From an optimization exercise on the open Yosys and OpenROAD flow, aimed at small area; shortcuts taken in it are not production practice.
The RTL was checked by simulation tests, not by an equivalence proof against the original design.
Power is estimated from default activity; no workload was simulated.

**flow/design.v**
```verilog
`timescale 1ns/10ps
module gpr_file #(
    parameter int NUM_REGS = 32
)(
    input  logic        clk,
    input  logic        reset_n,
    input  logic        wb_en_i,
    input  logic [4:0]  wb_addr_i,
    input  logic [31:0] wb_data_i,
    input  logic [4:0]  core_raddr_i,
    output logic [31:0] core_rdata_o,
    input  logic        dbg_we_i,
    input  logic [4:0]  dbg_addr_i,
    input  logic [31:0] dbg_wdata_i,
    output logic [31:0] dbg_rdata_o,
    input  logic        halted_i
);
    logic [31:0] regs [NUM_REGS];
    function automatic logic writable(input logic [4:0] addr);
        writable = (addr != 5'd0) && ({27'd0, addr} < NUM_REGS);
    endfunction
    function automatic logic readable(input logic [4:0] addr);
        readable = (addr != 5'd0) && ({27'd0, addr} < NUM_REGS);
    endfunction
    always_ff @(posedge clk or negedge reset_n) begin
        if (!reset_n) begin
            for (int i = 0; i < NUM_REGS; i++) begin
                regs[i] <= '0;
            end
        end else if (dbg_we_i) begin    
            if (writable(dbg_addr_i)) begin
                regs[dbg_addr_i] <= dbg_wdata_i;
            end
        end else if (wb_en_i && !halted_i && writable(wb_addr_i)) begin
            regs[wb_addr_i] <= wb_data_i;    
        end
    end
    assign core_rdata_o = readable(core_raddr_i) ? regs[core_raddr_i] : '0;
    assign dbg_rdata_o  = readable(dbg_addr_i) ? regs[dbg_addr_i] : '0;
endmodule
`timescale 1ns/10ps
module dbg_halt_fsm (
    input  logic        clk,
    input  logic        reset_n,
    input  logic        haltreq_i,
    input  logic        resumereq_i,
    input  logic        ebreak_i,
    input  logic        retire_valid_i,
    input  logic        retire_jump_i,
    input  logic        pipe_empty_i,
    input  logic [31:0] retire_pc_i,
    input  logic [31:0] retire_target_i,
    input  logic        dpc_we_i,
    input  logic [31:0] dpc_wdata_i,
    output logic        running_o,
    output logic        halted_o,
    output logic        resumeack_o,
    output logic [31:0] dpc_o,
    output logic [31:0] dcsr_o,
    output logic [31:0] resume_pc_o
);
    localparam logic [1:0] PRV_M          = 2'b11;
    localparam logic [2:0] CAUSE_EBREAK   = 3'd1;
    localparam logic [2:0] CAUSE_HALTREQ  = 3'd3;
    localparam logic [3:0] DCSR_XDEBUGVER = 4'd4;    
    localparam logic [1:0] ST_RUNNING  = 2'd0;
    localparam logic [1:0] ST_HALTING  = 2'd1;    
    localparam logic [1:0] ST_HALTED   = 2'd2;
    localparam logic [1:0] ST_RESUMING = 2'd3;    
    logic [1:0]  state_q;
    logic [31:0] next_pc_q;    
    logic [31:0] next_pc_d;
    logic [31:0] dpc_q;
    logic [2:0]  cause_q;
    always_comb begin
        next_pc_d = next_pc_q;
        if (retire_valid_i && !ebreak_i) begin
            next_pc_d = retire_jump_i ? retire_target_i : retire_pc_i + 32'd4;
        end
    end
    always_ff @(posedge clk or negedge reset_n) begin
        if (!reset_n) begin
            state_q   <= ST_RUNNING;
            next_pc_q <= '0;
            dpc_q     <= '0;
            cause_q   <= '0;
        end else begin
            case (state_q)
                ST_RUNNING: begin
                    if (retire_valid_i && ebreak_i) begin
                        state_q <= ST_HALTING;
                        dpc_q   <= retire_pc_i;    
                        cause_q <= CAUSE_EBREAK;
                    end else begin
                        next_pc_q <= next_pc_d;
                        if (haltreq_i) begin
                            state_q <= ST_HALTING;
                            dpc_q   <= next_pc_d;
                            cause_q <= CAUSE_HALTREQ;
                        end
                    end
                end
                ST_HALTING: begin
                    next_pc_q <= next_pc_d;    
                    if (cause_q == CAUSE_HALTREQ) begin
                        dpc_q <= next_pc_d;
                    end
                    if (pipe_empty_i) begin
                        state_q <= ST_HALTED;
                    end
                end
                ST_HALTED: begin
                    if (dpc_we_i) begin
                        dpc_q <= dpc_wdata_i;
                    end
                    if (resumereq_i) begin
                        state_q <= ST_RESUMING;
                    end
                end
                ST_RESUMING: begin
                    next_pc_q <= dpc_q;    
                    state_q   <= ST_RUNNING;
                end
                default: state_q <= ST_RUNNING;
            endcase
        end
    end
    assign running_o   = (state_q == ST_RUNNING);
    assign halted_o    = (state_q == ST_HALTED);
    assign resumeack_o = (state_q == ST_RESUMING);
    assign dcsr_o      = {DCSR_XDEBUGVER, 19'b0, cause_q, 4'b0, PRV_M};
    assign dpc_o       = dpc_q;
    assign resume_pc_o = dpc_q;
endmodule
`timescale 1ns/10ps
module abstract_reg_access #(
    parameter int NUM_REGS = 32
)(
    input  logic        ar_en_i,
    input  logic        ar_wr_i,
    input  logic [15:0] ar_addr_i,
    input  logic [31:0] ar_wdata_i,
    output logic [31:0] ar_rdata_o,
    output logic        ar_done_o,
    input  logic        halted_i,
    input  logic [31:0] dpc_i,
    input  logic [31:0] dcsr_i,
    input  logic [31:0] gpr_rdata_i,
    output logic        dpc_we_o,
    output logic        gpr_we_o,
    output logic [4:0]  gpr_addr_o,
    output logic [31:0] wdata_o
);
    localparam logic [15:0] CSR_MSTATUS = 16'h0300;
    localparam logic [15:0] CSR_MISA    = 16'h0301;
    localparam logic [15:0] CSR_DCSR    = 16'h07b0;
    localparam logic [15:0] CSR_DPC     = 16'h07b1;
    localparam logic [15:0] AR_GPR_BASE = 16'h1000;    
    localparam logic [31:0] MSTATUS_VALUE = 32'h0000_1800;    
    localparam logic [31:0] MISA_VALUE    = 32'h4000_0100;    
    logic [15:0] gpr_offset;    
    logic        is_gpr;
    logic        wr_ok;
    assign gpr_offset = ar_addr_i - AR_GPR_BASE;
    assign is_gpr     = (ar_addr_i >= AR_GPR_BASE) && ({16'd0, gpr_offset} < NUM_REGS);
    assign gpr_addr_o = gpr_offset[4:0];
    always_comb begin
        if (is_gpr) begin
            ar_rdata_o = gpr_rdata_i;
        end else begin
            case (ar_addr_i)
                CSR_DCSR:    ar_rdata_o = dcsr_i;
                CSR_DPC:     ar_rdata_o = dpc_i;
                CSR_MSTATUS: ar_rdata_o = MSTATUS_VALUE;
                CSR_MISA:    ar_rdata_o = MISA_VALUE;
                default:     ar_rdata_o = '0;    
            endcase
        end
    end
    assign wr_ok    = ar_en_i && ar_wr_i && halted_i;
    assign dpc_we_o = wr_ok && (ar_addr_i == CSR_DPC);
    assign gpr_we_o = wr_ok && is_gpr;    
    assign wdata_o  = ar_wdata_i;
    assign ar_done_o = ar_en_i;
endmodule
`timescale 1ns/10ps
module core_debug_unit #(
    parameter int NUM_REGS = 32
)(
    input  logic        clk,
    input  logic        reset_n,
    input  logic        retire_valid_i,
    input  logic [31:0] retire_pc_i,
    input  logic        retire_jump_i,
    input  logic [31:0] retire_target_i,
    input  logic        ebreak_i,
    input  logic        pipe_empty_i,
    input  logic        wb_en_i,
    input  logic [4:0]  wb_addr_i,
    input  logic [31:0] wb_data_i,
    input  logic [4:0]  core_raddr_i,
    output logic [31:0] core_rdata_o,
    input  logic        haltreq_i,
    input  logic        resumereq_i,
    output logic        running_o,
    output logic        halted_o,
    output logic        resumeack_o,
    output logic [31:0] resume_pc_o,
    input  logic        ar_en_i,
    input  logic        ar_wr_i,
    input  logic [15:0] ar_addr_i,
    input  logic [31:0] ar_wdata_i,
    output logic [31:0] ar_rdata_o,
    output logic        ar_done_o
);
    logic [31:0] dpc;
    logic [31:0] dcsr;
    logic        dpc_we;
    logic        gpr_we;
    logic [4:0]  gpr_addr;
    logic [31:0] ar_wdata;    
    logic [31:0] gpr_rdata;
    dbg_halt_fsm u_dbg_halt_fsm (
        .clk             (clk),
        .reset_n         (reset_n),
        .haltreq_i       (haltreq_i),
        .resumereq_i     (resumereq_i),
        .ebreak_i        (ebreak_i),
        .retire_valid_i  (retire_valid_i),
        .retire_jump_i   (retire_jump_i),
        .pipe_empty_i    (pipe_empty_i),
        .retire_pc_i     (retire_pc_i),
        .retire_target_i (retire_target_i),
        .dpc_we_i        (dpc_we),
        .dpc_wdata_i     (ar_wdata),
        .running_o       (running_o),
        .halted_o        (halted_o),
        .resumeack_o     (resumeack_o),
        .dpc_o           (dpc),
        .dcsr_o          (dcsr),
        .resume_pc_o     (resume_pc_o)
    );
    abstract_reg_access #(
        .NUM_REGS (NUM_REGS)
    ) u_abstract_reg_access (
        .ar_en_i     (ar_en_i),
        .ar_wr_i     (ar_wr_i),
        .ar_addr_i   (ar_addr_i),
        .ar_wdata_i  (ar_wdata_i),
        .ar_rdata_o  (ar_rdata_o),
        .ar_done_o   (ar_done_o),
        .halted_i    (halted_o),
        .dpc_i       (dpc),
        .dcsr_i      (dcsr),
        .gpr_rdata_i (gpr_rdata),
        .dpc_we_o    (dpc_we),
        .gpr_we_o    (gpr_we),
        .gpr_addr_o  (gpr_addr),
        .wdata_o     (ar_wdata)
    );
    gpr_file #(
        .NUM_REGS (NUM_REGS)
    ) u_gpr_file (
        .clk          (clk),
        .reset_n      (reset_n),
        .wb_en_i      (wb_en_i),
        .wb_addr_i    (wb_addr_i),
        .wb_data_i    (wb_data_i),
        .core_raddr_i (core_raddr_i),
        .core_rdata_o (core_rdata_o),
        .dbg_we_i     (gpr_we),
        .dbg_addr_i   (gpr_addr),
        .dbg_wdata_i  (ar_wdata),
        .dbg_rdata_o  (gpr_rdata),
        .halted_i     (halted_o)    
    );
endmodule
```
**flow/run.sh**
```bash
#!/bin/bash
# synth_recipe.tcl (not shown) runs the flow's synth.tcl, then flattens the netlist and writes it again
# the make line also repeats each setting of config.mk as NAME=value (left out here)
make -C /OpenROAD-flow-scripts/flow DESIGN_CONFIG=/design/flow/config.mk WORK_HOME=/design/flow/orfs CLKGATE_MAP_FILE= SYNTH_SCRIPT=/design/flow/synth_recipe.tcl finish
```
**flow/config.mk**
```make
export PLATFORM = sky130hd
export DESIGN_NAME = core_debug_unit
export DESIGN_NICKNAME = core_debug_unit
export VERILOG_FILES = /design/flow/design.v
export SDC_FILE = /design/flow/constraint.sdc
export NUM_CORES = 4
export LEC_CHECK = 0
export CAP_MARGIN = 20
export CORE_MARGIN = 2
export CORE_UTILIZATION = 30
export PLACE_DENSITY = 0.45
export SETUP_SLACK_MARGIN = 1.0
export SLEW_MARGIN = 20
```
**flow/constraint.sdc**
```tcl
create_clock -name core_clock -period 8.0 [get_ports {clk}]
set_input_delay 1.6000 -clock core_clock [delete_from_list [all_inputs] [get_ports {clk}]]
set_output_delay 1.6000 -clock core_clock [all_outputs]
set_load 0.01 [all_outputs]
```
==> summary.txt <==
## synth_stat cells (7+ instances only)
cell | count | area, um2
dfrtp_1 | 1060 | 26500
nand2_1 | 746 | 2800
a22oi_1 | 731 | 5490
nor2_1 | 678 | 2540
a21oi_1 | 617 | 3090
o21ai_0 | 473 | 2370
clkbuf_1 | 411 | 1540
nand3_1 | 233 | 1170
and3_1 | 188 | 1180
buf_2 | 140 | 701
nand4_1 | 111 | 694
o21ai_1 | 87 | 435
a2111oi_0 | 64 | 561
nor4_1 | 58 | 363
a222oi_1 | 52 | 521
mux2i_1 | 52 | 521
nor3_1 | 52 | 260
buf_1 | 37 | 139
nand2b_1 | 22 | 138
a221oi_1 | 19 | 166
o211ai_1 | 18 | 135
a22o_1 | 17 | 149
a21oi_4 | 16 | 260
buf_4 | 16 | 120
or4_1 | 16 | 120
inv_1 | 15 | 56.3
a211oi_1 | 14 | 105
a21o_1 | 14 | 105
o21ai_2 | 14 | 123
buf_6 | 12 | 135
xnor2_1 | 12 | 105
and2_1 | 11 | 68.8
nand3b_1 | 11 | 82.6
nor2b_1 | 11 | 68.8
mux2_2 | 10 | 113
or3_1 | 10 | 62.6
a31oi_1 | 9 | 56.3
a32oi_1 | 8 | 70.1
o31ai_1 | 8 | 60.1
o21a_1 | 7 | 52.6
xor2_1 | 7 | 61.3
## sequential cells by signal, indices dropped and copies added (netlist names)
register                  cells
u_dbg_halt_fsm.cause_q        2
u_dbg_halt_fsm.state_q        2
u_gpr_file.regs             992
u_dbg_halt_fsm.dpc_q         32
u_dbg_halt_fsm.next_pc_q     32
## power breakdown
group	switching, mW	internal, mW	leakage (nW)
Combinational	3.06	2.00	12.3
Clock	2.57	3.41	2.06
Sequential	2.42	7.41	13.4
Total	8.06	12.8	27.7
## worst max-delay path, cell delays in order
cell and delay, ps:
buf_2 290, buf_4 270, nor3b_2 580, and2_2 820
buf_4 440, a22oi_1 140, nand4_1 110, or4_1 380
a221o_1 250, clkdlybuf4s50_1 560
## timing repair
item / 4_1_cts / 5_1_grt
pin swaps: 3 / 4
gates resized for setup: 18 / 8
cloned: 1 / 0
setup endpoints to repair: 26 / 21
buffers inserted: 9 / 10
## metrics by stage
step | util [%] | setup WS, ps
after floorplan | - | 2940
after global placement | 33.7 | 276
after detailed placement | 33.8 | 619
after CTS | 36.2 | 847
after global routing | 36.4 | 1000
final | 36.4 | 907
## cell usage in the layout (no fill, tap or decap), types with 47 or more instances in the layout
| cell | Yosys | final |
|---|---|---|
| a2111oi_0 | 64 | 61 |
| a21oi_1 | 617 | 616 |
| a222oi_1 | 52 | 52 |
| a22oi_1 | 731 | 731 |
| and3_1 | 188 | 187 |
| buf_4 | 16 | 276 |
| clkbuf_16 | 0 | 125 |
| clkdlybuf4s50_1 | 0 | 258 |
| dfrtp_1 | 1060 | 1060 |
| nand2_1 | 746 | 745 |
| nand3_1 | 233 | 233 |
| nand4_1 | 111 | 111 |
| nor2_1 | 678 | 630 |
| nor2_4 | 0 | 47 |
| o21ai_0 | 473 | 473 |
| o21ai_1 | 87 | 87 |
## layer usage
metal	GRT usage (%)	wire length (um)
met1	46.7	133000
met2	53.9	146000
met3	10.5	39700
met4	21.2	24500
met5	0	338
## kinds of logic (layout without fill, tap and decap cells)
kind of cell	count (synthesis)	count (layout)	share of synthesized area, %
AO/OA/AOI/OAI	2222	2222	26.3
XOR/XNOR	19	19	0.307
adder cells (fa/ha/maj)	5	5	0.115
buffers and inverters	632	826	4.97
flip-flops	1060	1060	48.9
multiplexers	62	62	1.17
other	0	16	0
AND/OR/NAND/NOR	2187	2188	18.2
## layout make-up
type / count / area [um2]
Antenna cell: 16 / 40.0
Fill cell: 18300 / 115000
Timing Repair Buffer: 586 / 5690
Clock buffer: 165 / 3500
Tap cell: 2370 / 2970
Multi-Input combinational cell: 4496 / 26100
Sequential cell: 1060 / 26500
Clock inverter: 59 / 673
Inverter: 16 / 60.1
## worst min-delay path by stage
stage                                  from  depth (start not counted)  slack (ps)                      endpoint
6_report        u_dbg_halt_fsm.next_pc_q[0]                          2         480   u_dbg_halt_fsm.next_pc_q[0]
5_1_grt        u_dbg_halt_fsm.next_pc_q[18]                          1         500  u_dbg_halt_fsm.next_pc_q[18]
4_1_cts        u_dbg_halt_fsm.next_pc_q[18]                          1         480  u_dbg_halt_fsm.next_pc_q[18]
3_5_place_dp   u_dbg_halt_fsm.next_pc_q[18]                          1         470  u_dbg_halt_fsm.next_pc_q[18]
3_3_place_gp    u_dbg_halt_fsm.next_pc_q[4]                          2         470   u_dbg_halt_fsm.next_pc_q[4]
2_1_floorplan   u_dbg_halt_fsm.next_pc_q[4]                          2         450   u_dbg_halt_fsm.next_pc_q[4]
==> results.toml <==
[status]
outcome = "timing/DRC/antenna clean"

[worst_hold_path]
hp-class = "flop to flop"

[die]
rows = 156
fp.coreArea_um2 = 180000
fp.dieH_um = 429
die_w_um = 429
io_pins = 265
start_util_pct = 30.1
die_area_um2 = 184000

[clocking]
clk_path_buf_depth = 3
ctsHtreeMaxLevel = 3
root_buffer = "clkbuf_16"
cts_tree = "done"
clk_latency_ps = 820
cts.clk_slew.worst_paths_ps = 60
cts_sinks = 1060
cts_buffers = 120
cts_hold_buffers = 0

[logic_synthesis]
syn_inst = 6187
yosysWarnings = 4
synth_ff_type = "dfrtp_1"
synth_edf_count = 0
ys_ff_latch = 1060
synth_nets = 6357
synthArstFlopShare_pct = 100
syn_avg_cell_area_um2 = 8.77
synth.distinct_cells = 82
synth_seq_area_share_pct = 48.9
syn-cell-area_um2 = 54300

[global_route]
grt_pass1_wl_um = 465000
grt_max_degree = 147
antenna_found_initial = 28
track_usage_pct = 36.3
grt_pass1_vias = 52600
overflow = 0

[setup_path]
regToRegSetupSlack_ps = 3520
endpoint = "ar_rdata_o[1]"
reg2reg_from = "u_dbg_halt_fsm.state_q[0]"
start_kind = "input pin"
crit_path_max_fanout = 22
arrival_ps = 5490
r2r_end = "u_gpr_file.regs[29][7]"
ff2ff_path_depth = 10
cp_data_required_time_ps = 6400
end_kind = "primary output"
crit_start = "ar_addr_i[3]"
crit_type = "input pin to primary output"

[place]
portBuffers = 264
dp_cells = 8505
place_area_um2 = 60900
gp_congestion = 0.987
hpwl_um = 220000

[timing]
slew_headroom_pct = 14.0
fin_crit_ps = 7090
fin_skew_ps = 34.1
finalSetupViolations = 0
hold-worst-slack_ps = 483
fin_crit_sh_pct = 88.7
hold_viol = 0
fmax_mhz = 141
rsz0062_at_grt = "no"
tns_ps = 0
tightestPinTransition_ps = 1290
drv_slew = 0

[power_and_ir_drop]
leakage_nw = 27.7
ir_drop_uv = 208
totalPowerFinal_mw = 20.9
powerDensity_nw_per_um2 = 318

[detailed_routing]
vias_per_cell = 6.49
wl_per_cell_um = 39.2
vias = 56900
drt_iter0_drc = 10000
drc_errors = 0
ant_nets = 0
firstDrtPassIters = 11
routed_wirelength_um = 343000

[layout]
final_area_um2 = 65600
fin_nets = 6450
final_cells = 8768
syn2layout_area_growth_pct = 20.8
drive_above_1_share_pct = 11.7

[flow_run]
maxCapViolCount = 0

## separate check: timing with driven ports
Ports are ideal in the flow. The routed layout listed here was re-timed in OpenROAD.
Step 1: set_driving_cell puts a clkbuf_16 on clk and a buf_2 on each other input, an assumption about the parent block.
Step 2 also shifts input and output timing later by t, the mid clock arrival at the registers, as if the neighbouring blocks saw the same clock.
Slacks: ideal ports / drivers / drivers and shift; pairs: ideal ports / drivers.
t, ns: 0.873
setup slack, ns: 0.907 / 0.763 / 0.763
clock arrival spread, ns: 0.067 / 0.067
worst data-port slew with drivers (ns): 0.14
After both steps setup and hold are still met in this run. For this run, drivers alone change the setup slack by -0.144 ns; drivers and shift together by -0.144 ns.
